Context: an optimization exercise on an open-source flow, tuned for small area. The choices shown serve that exercise and are no tape-out recipe. Where RTL was checked, it was by simulation tests only, not by an equivalence proof against the original. No activity file was given, so power comes from the tool's default toggle rates.

Setup of the previous run:
==> module gshare_predictor, before the edit <==
module gshare_predictor #(
    parameter int HISTORY_BITS = 8,
    parameter int BTB_ENTRIES  = 16
) (
    input  logic                    clk,
    input  logic                    rst,
    input  logic                    fetch_valid,
    input  logic                    fetch_fire,
    input  logic [31:0]             fetch_pc,
    output logic                    pred_valid,
    output logic                    pred_taken,
    output logic [31:0]             pred_target,
    output logic [HISTORY_BITS-1:0] pred_index,
    input  logic                    commit_valid,
    input  logic                    commit_pred_valid,
    input  logic [HISTORY_BITS-1:0] commit_index,
    input  logic                    commit_taken,
    input  logic [31:0]             commit_pc,
    input  logic [31:0]             commit_target,
    input  logic                    flush
);
    localparam int BI          = $clog2(BTB_ENTRIES);
    localparam int PHT_ENTRIES = 1 << HISTORY_BITS;
    localparam int TAG_W       = 32 - BI - 2;
    logic [PHT_ENTRIES-1:0]  pht_dir_r;
    logic [PHT_ENTRIES-1:0]  pht_str_r;
    logic [BTB_ENTRIES-1:0]  btb_valid_r;
    logic [TAG_W-1:0]        btb_tag_r    [0:BTB_ENTRIES-1];
    logic [31:0]             btb_target_r [0:BTB_ENTRIES-1];
    logic [HISTORY_BITS-1:0] spec_ghr_r;
    logic [HISTORY_BITS-1:0] arch_ghr_r;
    logic [HISTORY_BITS-1:0] idx_s;
    logic [BI-1:0]           fetch_set_s;
    logic [TAG_W-1:0]        fetch_tag_s;
    logic                    hit_s;
    logic [HISTORY_BITS-1:0] arch_next_s;
    logic [BI-1:0]           commit_set_s;
    logic [TAG_W-1:0]        commit_tag_s;
    logic                    unused_s;
    assign unused_s     = ^{fetch_pc[1:0], commit_pc[1:0]};
    assign commit_set_s = commit_pc[BI+1:2];
    assign commit_tag_s = commit_pc[31:BI+2];
    assign fetch_set_s = fetch_pc[BI+1:2];
    assign fetch_tag_s = fetch_pc[31:BI+2];
    assign idx_s       = fetch_pc[HISTORY_BITS+1:2] ^ spec_ghr_r;
    logic [BTB_ENTRIES-1:0]  fset_oh_s;
    logic [TAG_W-1:0]        rd_tag_s;
    logic [31:0]             rd_target_s;
    logic                    rd_valid_s;
    logic [15:0]             idx_lo_oh_s;
    logic [15:0]             idx_hi_oh_s;
    logic [15:0]             pht_grp_s;
    logic                    rd_dir_s;
    always_comb begin
        for (int s = 0; s < BTB_ENTRIES; s++) fset_oh_s[s] = (fetch_set_s == s);
        rd_tag_s    = '0;
        rd_target_s = '0;
        rd_valid_s  = 1'b0;
        for (int s = 0; s < BTB_ENTRIES; s++) begin
            rd_tag_s    = rd_tag_s    | ({TAG_W{fset_oh_s[s]}} & btb_tag_r[s]);
            rd_target_s = rd_target_s | ({32{fset_oh_s[s]}} & btb_target_r[s]);
            rd_valid_s  = rd_valid_s  | (fset_oh_s[s] & btb_valid_r[s]);
        end
        for (int k = 0; k < 16; k++) begin
            idx_lo_oh_s[k] = (idx_s[3:0] == k);
            idx_hi_oh_s[k] = (idx_s[7:4] == k);
        end
        for (int g = 0; g < 16; g++)
            pht_grp_s[g] = |(idx_lo_oh_s & pht_dir_r[16*g +: 16]);
        rd_dir_s = |(idx_hi_oh_s & pht_grp_s);
    end
    assign hit_s       = rd_valid_s && (rd_tag_s == fetch_tag_s);
    assign pred_valid  = fetch_valid & hit_s;
    assign pred_taken  = fetch_valid & hit_s & rd_dir_s;
    assign pred_index  = fetch_valid ? idx_s : {HISTORY_BITS{1'b0}};
    assign pred_target = hit_s ? rd_target_s : 32'h0000_0000;
    assign arch_next_s = (commit_valid && commit_pred_valid) ?
                         {arch_ghr_r[HISTORY_BITS-2:0], commit_taken} : arch_ghr_r;
    always_ff @(posedge clk or posedge rst) begin
        if (rst) begin
            spec_ghr_r <= {HISTORY_BITS{1'b0}};
            arch_ghr_r <= {HISTORY_BITS{1'b0}};
        end else begin
            arch_ghr_r <= arch_next_s;
            if (flush) begin
                spec_ghr_r <= arch_next_s;
            end else if (fetch_fire && pred_valid) begin
                spec_ghr_r <= {spec_ghr_r[HISTORY_BITS-2:0], pred_taken};
            end
        end
    end
    always_ff @(posedge clk or posedge rst) begin
        if (rst) begin
            pht_dir_r <= {PHT_ENTRIES{1'b0}};
            pht_str_r <= {PHT_ENTRIES{1'b0}};
        end else begin
            for (int i = 0; i < PHT_ENTRIES; i++) begin
                if (commit_valid && commit_index == i) begin
                    pht_str_r[i] <= (commit_taken == pht_dir_r[i]);
                    if (!pht_str_r[i]) pht_dir_r[i] <= commit_taken;
                end
            end
        end
    end
    always_ff @(posedge clk or posedge rst) begin
        if (rst) begin
            btb_valid_r <= {BTB_ENTRIES{1'b0}};
        end else if (commit_valid && commit_taken) begin
            btb_valid_r[commit_set_s] <= 1'b1;
        end
    end
    always_ff @(posedge clk) begin
        if (commit_valid && commit_taken) begin
            btb_tag_r[commit_set_s]    <= commit_tag_s;
            btb_target_r[commit_set_s] <= commit_target;
        end
    end
endmodule
export LEC_CHECK = 0
export CAP_MARGIN = 20
export CORE_MARGIN = 2
export CORE_UTILIZATION = 40
export CTS_CLUSTER_DIAMETER = 100
export CTS_CLUSTER_SIZE = 28
export SETUP_SLACK_MARGIN = 0.3
export SLEW_MARGIN = 20
create_clock -name core_clock -period 7.0 [get_ports {clk}]
run.sh (not shown) runs the stock make flow with config.mk's settings and CLKGATE_MAP_FILE= SYNTH_SCRIPT=/design/flow/synth_recipe.tcl, a recipe that flattens the netlist after the stock synthesis.
diff inputs: the previous run => the current run
-- flow/design.v --
<<< the previous run, line 44
    assign fetch_tag_s = fetch_pc[31:BI+2];
    assign idx_s       = fetch_pc[HISTORY_BITS+1:2] ^ spec_ghr_r;
    logic [BTB_ENTRIES-1:0]  fset_oh_s;
    logic [TAG_W-1:0]        rd_tag_s;
    logic [31:0]             rd_target_s;
    logic                    rd_valid_s;
    logic [15:0]             idx_lo_oh_s;
    logic [15:0]             idx_hi_oh_s;
    logic [15:0]             pht_grp_s;
    logic                    rd_dir_s;
    always_comb begin
        for (int s = 0; s < BTB_ENTRIES; s++) fset_oh_s[s] = (fetch_set_s == s);
        rd_tag_s    = '0;
        rd_target_s = '0;
        rd_valid_s  = 1'b0;
        for (int s = 0; s < BTB_ENTRIES; s++) begin
            rd_tag_s    = rd_tag_s    | ({TAG_W{fset_oh_s[s]}} & btb_tag_r[s]);
            rd_target_s = rd_target_s | ({32{fset_oh_s[s]}} & btb_target_r[s]);
            rd_valid_s  = rd_valid_s  | (fset_oh_s[s] & btb_valid_r[s]);
        end
        for (int k = 0; k < 16; k++) begin
            idx_lo_oh_s[k] = (idx_s[3:0] == k);
            idx_hi_oh_s[k] = (idx_s[7:4] == k);
        end
        for (int g = 0; g < 16; g++)
            pht_grp_s[g] = |(idx_lo_oh_s & pht_dir_r[16*g +: 16]);
        rd_dir_s = |(idx_hi_oh_s & pht_grp_s);
    end
    assign hit_s       = rd_valid_s && (rd_tag_s == fetch_tag_s);
    assign pred_valid  = fetch_valid & hit_s;
    assign pred_taken  = fetch_valid & hit_s & rd_dir_s;
    assign pred_index  = fetch_valid ? idx_s : {HISTORY_BITS{1'b0}};
    assign pred_target = hit_s ? rd_target_s : 32'h0000_0000;
    assign arch_next_s = (commit_valid && commit_pred_valid) ?
                         {arch_ghr_r[HISTORY_BITS-2:0], commit_taken} : arch_ghr_r;
>>> the current run, line 44
    assign fetch_tag_s = fetch_pc[31:BI+2];
    assign idx_s       = fetch_pc[HISTORY_BITS+1:2] ^ spec_ghr_r;
    assign hit_s       = btb_valid_r[fetch_set_s] && (btb_tag_r[fetch_set_s] == fetch_tag_s);
    assign pred_valid  = fetch_valid & hit_s;
    assign pred_taken  = fetch_valid & hit_s & pht_dir_r[idx_s];
    assign pred_index  = fetch_valid ? idx_s : {HISTORY_BITS{1'b0}};
    assign pred_target = hit_s ? btb_target_r[fetch_set_s] : 32'h0000_0000;
    assign arch_next_s = (commit_valid && commit_pred_valid) ?
                         {arch_ghr_r[HISTORY_BITS-2:0], commit_taken} : arch_ghr_r;
Notes after the runs:
- Per the comparison of the current run with the previous run, fraction of synthesized area in multiplexers picked up an extra 10 points, distinct cell type count after synthesis decreased 36%, synthesized-area fraction occupied by ao, oa, aoi and oai cells dropped 7.5 points, number of iterations in the first detailed-routing pass went down.
- Summary: half-perimeter wire length after placement, the current run better than the previous run
- Via count of the first global-routing pass went down by more than 10% going from the previous run to the current run.
- Post-detailed-routing wire length in the current run is 19% lower than in the previous run
- Fraction of area in clock buffers and inverters across the current run and the previous run: no real change.
- Looking at largest family of logic cells by synthesized area, the compound AO/OA/AOI/OAI gates result is from the previous run; the multiplexers one comes from the current run.
- Cmp the current run vs the previous run: sum of internal, switching and leakage power lower in the current run
- In the tables for the current run and the previous run, slew at the pin with the worst max-slew slack reads higher with the previous run.
For the previous run, only the layout was checked, not whether the RTL still works.

[re-timing with driven ports]
The flow's constraints put no driver on any port. The routed layouts listed below were extracted and timed again, unchanged, in two steps.
Step 1 sets driving cells, clkbuf_16 on the clock port and buf_2 on the other inputs (assumed; they add their load-dependent delay and slew).
Step 2 times the ports against the registers' clock, not the clock port: input delays grow and output delays shrink by t, the midpoint of the rising clock arrivals with the driver on.
Slacks: ideal / step 1 / step 2; pairs: ideal / step 1.
| run | t, ns | slack for setup (ns) | worst register clock-pin slew, ns |
|---|---|---|---|
| the previous run | 0.807 | 0.290 / 0.134 / 0.134 | 0.12 / 0.12 |
| the current run | 0.802 | 0.438 / 0.384 / 0.384 | 0.12 / 0.12 |
After both steps every run listed still meets setup and hold. For the previous run, which loses most, drivers alone change the setup slack by -0.156 ns; drivers and shift together by -0.156 ns.
